This design comes from an exercise in tuning for small area on the open sky130 flow, not from production work.
Function was checked by simulation only, so behaviour that the tests miss may differ from the original.
No activity file was given, so power comes from the tool's default toggle rates.

$ cat flow/run.sh
#!/bin/bash
# synth_recipe.tcl (not shown) runs the flow's synth.tcl, then flattens the netlist and writes it again
# the make line also repeats each setting of config.mk as NAME=value (left out here)
make -C /OpenROAD-flow-scripts/flow DESIGN_CONFIG=/design/flow/config.mk WORK_HOME=/design/flow/orfs CLKGATE_MAP_FILE= SYNTH_SCRIPT=/design/flow/synth_recipe.tcl finish
$ cat flow/config.mk
export PLATFORM = sky130hd
export DESIGN_NAME = midi_note_slot_allocator
export DESIGN_NICKNAME = midi_note_slot_allocator
export VERILOG_FILES = /design/flow/design.v
export SDC_FILE = /design/flow/constraint.sdc
export NUM_CORES = 4
export LEC_CHECK = 0
export CAP_MARGIN = 20
export CORE_MARGIN = 2
export CORE_UTILIZATION = 40
export SLEW_MARGIN = 20
$ cat flow/constraint.sdc
create_clock -name core_clock -period 10.0 [get_ports {clk}]
set_input_delay 2.0000 -clock core_clock [delete_from_list [all_inputs] [get_ports {clk}]]
set_output_delay 2.0000 -clock core_clock [all_outputs]
set_load 0.01 [all_outputs]
$ cat flow/design.v
package nsa_pkg;
    localparam int NUM_SLOTS = 64;
    localparam int SLOT_W    = 6;
    localparam int INFO_W    = 4 + 7 + 1;
    localparam int RING_D    = 4;
    localparam int RING_N    = NUM_SLOTS / RING_D;
    localparam logic [1:0] REQ_PLAY = 2'd0;
    localparam logic [1:0] REQ_STOP = 2'd1;
    localparam logic [1:0] REQ_CC   = 2'd2;
    localparam logic [1:0] REQ_ALL  = 2'd3;
    localparam logic [1:0] OC_SENT       = 2'd0;
    localparam logic [1:0] OC_PORT_OFF   = 2'd1;
    localparam logic [1:0] OC_FULL       = 2'd2;
    localparam logic [1:0] OC_NOT_ACTIVE = 2'd3;
endpackage
module nsa_ram (
    input  logic                       clk,
    input  logic                       rst_n,
    output logic [1:0]                 phase,
    input  logic [3:0]                 rd_ring,
    output logic [nsa_pkg::INFO_W-1:0] rd_data,
    input  logic                       wr_en,
    input  logic [3:0]                 wr_ring,
    input  logic [nsa_pkg::INFO_W-1:0] wr_data
);
    localparam int W = nsa_pkg::INFO_W;
    localparam int D = nsa_pkg::RING_D;
    localparam int N = nsa_pkg::RING_N;
    logic [W-1:0] ring [N][D];
    logic [1:0]   ph;
    always_ff @(posedge clk or negedge rst_n)
    begin
        if (!rst_n)
            ph <= '0;
        else
            ph <= ph + 1'b1;
    end
    assign phase = ph;
    for (genvar r = 0; r < N; r++)
    begin : g_ring
        always_ff @(posedge clk)
        begin
            ring[r][0] <= (wr_en && (wr_ring == 4'(r))) ? wr_data : ring[r][D-1];
            for (int k = 1; k < D; k++)
                ring[r][k] <= ring[r][k-1];
        end
    end
    assign rd_data = ring[rd_ring][D-1];
endmodule
module nsa_ctrl (
    input  logic       clk,
    input  logic [5:0] key,
    output logic [5:0] key_pos,
    output logic [5:0] front,
    input  logic [5:0] rd_pos,
    output logic [5:0] rd_slot,
    input  logic       rot,
    input  logic [5:0] rot_in,
    input  logic       rel,
    input  logic [5:0] rel_pos,
    input  logic [5:0] rel_slot
);
    logic [5:0]  q [64];
    logic [63:0] hit;
    logic [63:0] up;
    logic [7:0]  hgt, heq, lge;
    for (genvar i = 0; i < 64; i++)
    begin : g_hit
        assign hit[i] = (q[i] == key);
    end
    always_comb
    begin
        key_pos = '0;
        for (int i = 0; i < 64; i++)
            key_pos = key_pos | (hit[i] ? 6'(i) : 6'd0);
    end
    for (genvar k = 0; k < 8; k++)
    begin : g_th
        assign hgt[k] = rel_pos[5:3] > 3'(k);
        assign heq[k] = rel_pos[5:3] == 3'(k);
        assign lge[k] = rel_pos[2:0] >= 3'(k);
    end
    for (genvar i = 0; i < 64; i++)
    begin : g_up
        assign up[i] = rel && (hgt[i / 8] || (heq[i / 8] && lge[i % 8]));
    end
    always_ff @(posedge clk)
    begin
        for (int i = 0; i < 64; i++)
        begin
            if (rot)
                q[i] <= (i == 63) ? rot_in : q[(i + 1) % 64];
            else if (up[i])
                q[i] <= (i == 0) ? rel_slot : q[(i + 63) % 64];
        end
    end
    assign front   = q[0];
    assign rd_slot = q[rd_pos];
endmodule
module midi_note_slot_allocator (
    input  logic        clk,
    input  logic        rst_n,
    input  logic        s_tvalid,
    output logic        s_tready,
    input  logic [63:0] s_tdata,
    input  logic [1:0]  s_tuser,
    output logic        m_tvalid,
    input  logic        m_tready,
    output logic [63:0] m_tdata,
    output logic [0:0]  m_tuser,
    output logic        m_tlast,
    input  logic        cfg_we,
    input  logic [1:0]  cfg_wdata
);
    logic       in_port;
    logic [3:0] in_chan;
    logic [6:0] in_key, in_ctl, in_val;
    logic [5:0] in_slot;
    assign in_port = s_tdata[0];
    assign in_chan = s_tdata[4:1];
    assign in_key  = s_tdata[11:5];
    assign in_ctl  = s_tdata[18:12];
    assign in_val  = s_tdata[25:19];
    assign in_slot = s_tdata[31:26];
    logic       init_q;      
    logic [6:0] nfree;       
    logic       sa_q;        
    logic [1:0] port_en;
    logic       ov;          
    logic       o_sv, o_cc, o_on;
    logic [3:0] o_chan;
    logic [6:0] o_d1, o_d2;
    logic       o_port;
    logic [31:0] o_time;
    logic [5:0] o_handle;
    logic [1:0] o_oc;
    logic       o_last;
    logic [5:0] key_pos, front, oldest;
    logic       rot, rel;
    logic [5:0] rel_pos, rel_slot, rot_in;
    logic [1:0] phase;
    logic [3:0] rd_ring;
    logic [11:0] rd_info;
    logic       wr_en;
    logic out_free, idle, req, is_play, is_stop, is_cc, is_all;
    logic pen, full, empty, active, sa_go, tgt_now;
    logic [5:0] tgt;
    logic accept, emit;
    assign out_free = !ov || m_tready;
    assign idle     = !init_q && !sa_q;
    assign req      = idle && s_tvalid;
    assign is_play  = s_tuser == nsa_pkg::REQ_PLAY;
    assign is_stop  = s_tuser == nsa_pkg::REQ_STOP;
    assign is_cc    = s_tuser == nsa_pkg::REQ_CC;
    assign is_all   = s_tuser == nsa_pkg::REQ_ALL;
    assign pen      = port_en[in_port];
    assign full     = nfree == 7'd0;
    assign empty    = nfree[6];
    assign active   = {1'b0, key_pos} >= nfree;
    assign tgt     = (sa_q || is_all) ? oldest : (is_play ? front : in_slot);
    assign tgt_now = phase == tgt[5:4];
    assign rd_ring = tgt[3:0];
    assign sa_go = (sa_q || (req && is_all && !empty)) && tgt_now && out_free;
    always_comb
    begin
        accept = 1'b0;
        if (req && out_free)
        begin
            case (s_tuser)
                nsa_pkg::REQ_PLAY: accept = !pen || full || tgt_now;
                nsa_pkg::REQ_STOP: accept = !active || tgt_now;
                nsa_pkg::REQ_CC:   accept = 1'b1;
                default:           accept = empty || tgt_now;
            endcase
        end
    end
    assign s_tready = accept;
    assign emit     = accept || sa_go;
    assign rot      = init_q || (accept && is_play && pen && !full);
    assign rot_in   = init_q ? nfree[5:0] : front;
    assign rel      = sa_go || (accept && is_stop && active);
    assign rel_pos  = (sa_q || is_all) ? nfree[5:0] : key_pos;
    assign rel_slot = tgt;
    assign wr_en    = accept && is_play && pen && !full;
    nsa_ctrl u_ring (
        .clk      (clk),
        .key      (in_slot),
        .key_pos  (key_pos),
        .front    (front),
        .rd_pos   (nfree[5:0]),
        .rd_slot  (oldest),
        .rot      (rot),
        .rot_in   (rot_in),
        .rel      (rel),
        .rel_pos  (rel_pos),
        .rel_slot (rel_slot)
    );
    nsa_ram u_info (
        .clk     (clk),
        .rst_n   (rst_n),
        .phase   (phase),
        .rd_ring (rd_ring),
        .rd_data (rd_info),
        .wr_en   (wr_en),
        .wr_ring (tgt[3:0]),
        .wr_data ({in_chan, in_key, in_port})
    );
    always_ff @(posedge clk or negedge rst_n)
    begin
        if (!rst_n)
        begin
            init_q  <= 1'b1;
            nfree   <= '0;
            sa_q    <= 1'b0;
            port_en <= '0;
            ov      <= 1'b0;
        end
        else
        begin
            if (cfg_we)
                port_en <= cfg_wdata;
            if (init_q)
            begin
                nfree <= nfree + 1'b1;
                if (nfree == 7'd63)
                    init_q <= 1'b0;
            end
            else if (rot)
                nfree <= nfree - 1'b1;
            else if (rel)
                nfree <= nfree + 1'b1;
            if (sa_go)
                sa_q <= nfree != 7'd63;
            if (emit)
                ov <= 1'b1;
            else if (m_tready)
                ov <= 1'b0;
        end
    end
    always_ff @(posedge clk)
    begin
        if (accept)
            o_time <= s_tdata[63:32];
        if (emit)
        begin
            o_sv     <= 1'b0;
            o_cc     <= 1'b0;
            o_on     <= 1'b0;
            o_chan   <= '0;
            o_d1     <= '0;
            o_d2     <= '0;
            o_port   <= 1'b0;
            o_handle <= '0;
            o_oc     <= nsa_pkg::OC_SENT;
            o_last   <= 1'b1;
            if (rel)
            begin
                o_sv     <= 1'b1;
                o_chan   <= rd_info[11:8];
                o_d1     <= rd_info[7:1];
                o_port   <= rd_info[0];
                o_handle <= tgt;
                o_last   <= !(sa_q || is_all) || (nfree == 7'd63);
            end
            else if (is_stop)
            begin
                o_handle <= in_slot;
                o_oc     <= nsa_pkg::OC_NOT_ACTIVE;
            end
            else if (is_all)
            begin
            end
            else if (!pen)
            begin
                o_oc <= nsa_pkg::OC_PORT_OFF;
            end
            else if (is_cc)
            begin
                o_sv   <= 1'b1;
                o_cc   <= 1'b1;
                o_on   <= 1'b1;
                o_chan <= in_chan;
                o_d1   <= in_ctl;
                o_d2   <= in_val;
                o_port <= in_port;
            end
            else if (full)
            begin
                o_oc <= nsa_pkg::OC_FULL;
            end
            else
            begin
                o_sv     <= 1'b1;
                o_on     <= 1'b1;
                o_chan   <= in_chan;
                o_d1     <= in_key;
                o_d2     <= in_val;
                o_port   <= in_port;
                o_handle <= front;
            end
        end
    end
    assign m_tvalid = ov;
    assign m_tdata  = {1'b0, o_oc, o_handle, o_time, o_port, o_d2, o_d1,
                       o_sv, 1'b0, o_cc, o_on, o_chan};
    assign m_tuser  = o_sv;
    assign m_tlast  = o_last;
endmodule
==> notes.md <==
==> metal layers <==
metal  global-route usage [%]  vias to the layer above  wire length [um]  share of wire, %
met5                        0                        -               149             0.060
met3                    11.66                      624             27090                11
li1                         -                    16276                 -                 -
met1                    55.27                    19740            108100                44
met2                    52.65                     2449             97570                39
met4                    19.95                       24             15500               6.2
==> worst max-delay path: cells and delay by family <==
family	cells	cell delay [ps]
XOR/XNOR	1	160
AO/OA/AOI/OAI	8	1760
adder cells (fa/ha/maj)	1	260
buffers and inverters	5	1830
AND/OR/NAND/NOR	5	1200
==> cell usage in the layout (no fill, tap or decap), drive strengths merged, types with 26 or more instances in the layout <==
cell,netlist,layout
nand2,1208,1208
dfxtp,768,768
edfxtp,447,447
xnor2,234,234
nand3,234,234
buf,218,220
mux2,208,208
clkbuf,95,175
xor2,153,153
clkdlybuf4s50,0,131
nand4,114,114
a21oi,74,74
o21ai,68,68
nor2,66,66
and3,59,59
nor3,55,55
nor4,49,49
a31oi,47,47
a22oi,43,43
inv,29,39
a32oi,37,37
and2,34,34
clkinv,0,32
nor2b,26,26
==> worst max path at each step <==
stage	start	endpoint	slack, ps
after detailed placement	s_tdata[27]	s_tready	1050
after global placement	s_tdata[27]	s_tready	1000
after global routing	s_tdata[28]	s_tready	750
final	s_tdata[28]	s_tready	730
after CTS	s_tdata[27]	s_tready	1020
after floorplan	s_tdata[26]	s_tready	860
==> registers in the layout, indices dropped and copies added (netlist names) <==
signal and cells:
u_info.ring 768, u_ring.q 384, o_time 32, nfree 7, o_d1 7, o_d2 7
o_handle 6, o_chan 4, o_oc 2, port_en 2, u_info.ph 2, init_q 1
o_cc 1, o_last 1, o_on 1, o_port 1, o_sv 1, ov 1
sa_q 1
==> metrics by stage <==
step	std cells	hold WS [ps]	area, um2	setup slack [ps]
4_1_cts	6477	298.9	57000	1017
3_5_place_dp	6256	312.1	52880	1048
3_3_place_gp	6256	309.5	52880	997.7
5_1_grt	6477	301.0	56990	746.0
2_1_floorplan	4593	309.6	49100	859.0
6_report	6483	305.5	57010	732.6
==> logic make-up (layout without fill, tap and decap cells) <==
kind of cell / count (synthesis) / in the layout / synth area share [%]
DFF: 1229 / 1229 / 59.37
AOI/OAI and AO/OA: 423 / 423 / 6.231
other: 1 / 8 / 0.007638
buffers and inverters: 342 / 601 / 3.524
adders and majority gates: 10 / 10 / 0.2548
muxes: 229 / 229 / 5.199
and+or+nand+nor: 1971 / 1971 / 18.51
xor gates and xnor gates: 387 / 387 / 6.904
==> power by group through the flow <==
stage	sequential [mW]	clock, mW	combinational, mW
global placement	7.42	0	6.31
CTS	7.31	4.70	6.31
global route	7.34	4.90	6.66
finish	7.41	4.65	6.57
detailed placement	7.41	0	6.28
floorplan	6.64	0	3.01
==> cell type report <==
cell class                      instances  share of cell area (%)
Antenna cell                            6                 0.02634
Clock buffer                          175                   6.499
Clock inverter                         46                  0.7199
Inverter                               29                  0.1909
Multi-Input combinational cell       3022                   32.33
Sequential cell                      1229                   51.14
Tap cell                             1625                   3.567
Timing Repair Buffer                  351                   5.522
==> summary.txt <==
Worst setup path
  – R2R setup slack: 2360 ps
  – WS Path Type: input port to primary output
  – Worst path max stage delay: around 740 ps
  – Crit path cell chain: buf_4 > buf_4 > xnor2_1 > nand4_1 > nor3_1 > buf_4 > a31oi_1 > nand3_1 > nor4_1 > buf_4 > ha_1 > nand2b_1 > a21o_1 > a21o_1 > a21o_1 > a21o_1 > a21oi_1 > o31ai_1 > a21oi_4 > clkdlybuf4s50_1
  – Arrival @ worst endpoint: 7270 ps
  – Crit path max fanout: 25
  – Reg2Reg Depth: 15
  – Crit start category: input port
  – CP Capture Type: primary output
  – Critical path required time: ~8000 ps
  – Worst reg2reg startpoint: nfree[5]
  – CP max-delay cell: nor3_1
  – Worst R2R End: u_info.ring[12][7]

Power and ir drop
  – NetSw: a little over 8 mW
  – Overall Power: 18.63 mW
  – Seq pwr share: 39.8%
  – Leak: 22.50 nW
  – Clock power frac: 24.9%
  – Design internal power: 10.50 mW
  – Gate power share: a little over a third
  – Maximum vdd drop: approximately 0.27 mV
  – Switch share: 43.64%
  – PwrDens: 326.8 nW/um2

Floorplanning
  – Die H: 354.3 um
  – Die width: between 300 and 400 um
  – # rows: approximately 130
  – Starting density of the core: 40.34%
  – Core area: about 120000 um2
  – I/O pin count: around 140
  – Die Area: 125600 um2

Logic synthesis
  – FF+latch count, synth: 1229
  – Post-synthesis sequential area ratio: around 59%
  – Post-synthesis cell count: about 4600
  – Avg Cell Area, Syn: 10.69 um2
  – Synth Cell Area: roughly 49000 um2
  – Post-synth top area cell: dfxtp_1
  – Post-synth ARST share: 1.139%
  – Most common cell in the netlist: nand2_1
  – Dominant synthesized flop cell: dfxtp_1
  – Warnings from Yosys: 5
  – Top cells by count, synth: nand2_1 (1206), dfxtp_1 (768), edfxtp_1 (447)
  – Number of enable flip-flop cells after synthesis: 447
  – Post-synth top area share: 31.31%
  – Area contributors post-synth: dfxtp_1 (31%), edfxtp_1 (27%), nand2_1 (9.2%)
  – Distinct cells, synth: 105

STA
  – Setup violations, final: 0
  – Fin. max-slew vios: 0
  – Final Hold Viols: 0
  – Max_slew headroom: 14.26%
  – Minimum clock period: 9267 ps
  – Crit share post-route: 92.67%
  – Worst-Margin Slew: 1285 ps
  – Total negative slack: 0 ps
  – Skew final: 49.14 ps
  – Setup repair after global routing missed its margin: no
  – Fmax: approximately 110 MHz

CTS
  – Clock sink count: 1229
  – CTS max path bufs: 3
  – Clock transition at path regs: 60 ps
  – Hold-fix buffers, CTS: 0
  – CTS tree: done
  – Cts repair resizes: 0
  – Post-CTS Repair Setup Buffers: 0
  – Clock root cell: clkbuf_16
  – Clock Latency Late Sink: ~780 ps
  – CTS Buf Count: 120
  – Htree depth: 3

Run
  – Max-Cap Viols: 0

Hold path
  – Hold path start: u_info.ring[38][4]
  – Hold crit path type: flop to flop
  – WHS Path Cells: 0
  – WHS Endpoint: u_info.ring[39][4]

Outcome
  – Outcome: timing/DRC/antenna clean

Global route
  – Initial antenna violation count: 35
  – Vias in the first global route: 36906
  – First-pass GRT wire length: around 330000 um
  – Gr ovfl total: 0
  – Largest net degree at the start of global routing: 136
  – Overall Global Routing Usage: about two fifths

Layout
  – Layout area overhead: 16.11%
  – Register area: between 20000 and 30000 um2
  – Multi-input logic area: around 18000 um2
  – Fillcell total: 11448
  – Final Util: 46.84%
  – Final nets: roughly 4800
  – Share of layout cells above drive strength 1: 14.65%

Drt
  – Wire length per cell: 38.31 um
  – Pre-antenna DRT Iters: 7
  – Initial DRC count: between 5000 and 6000
  – Post-Route WL: 248400 um
  – Drt drc: 0
  – DR vias/cell: about 6
  – Number of routed nets with antenna violations: 0
  – Vias: 39113

Place
  – DPL Wire Length: ~180000 um
  – GPL Wtd Cong: 1.090
  – IO Port Bufs: 138

-- static timing again, ports no longer ideal --
Ports are ideal in the flow. The routed layout listed here was re-timed in OpenROAD. Step 1: set_driving_cell puts a clkbuf_16 on clk and a buf_2 on each other input, an assumption about the parent block. Step 2 adds t to the input delays and takes it off the output delays; t is the mean of the earliest and latest rising clock arrival at the registers after step 1. Input paths then give back, and output paths get back, about the clock's delay inside the block. a / b / c = ideal / step 1 / step 2; a / b = the first two.
shift t [ns]: 0.832
setup WS [ns]: 0.733 / 0.690 / 0.690
latest minus earliest clock arrival (ns): 0.049 / 0.049
worst slew at a driven data input, ns: 0.21
pins driven straight from the clock port: 1
After both steps this run still meets setup and hold. The setup slack of this run moves by -0.043 ns with the drivers and by -0.043 ns with both steps.
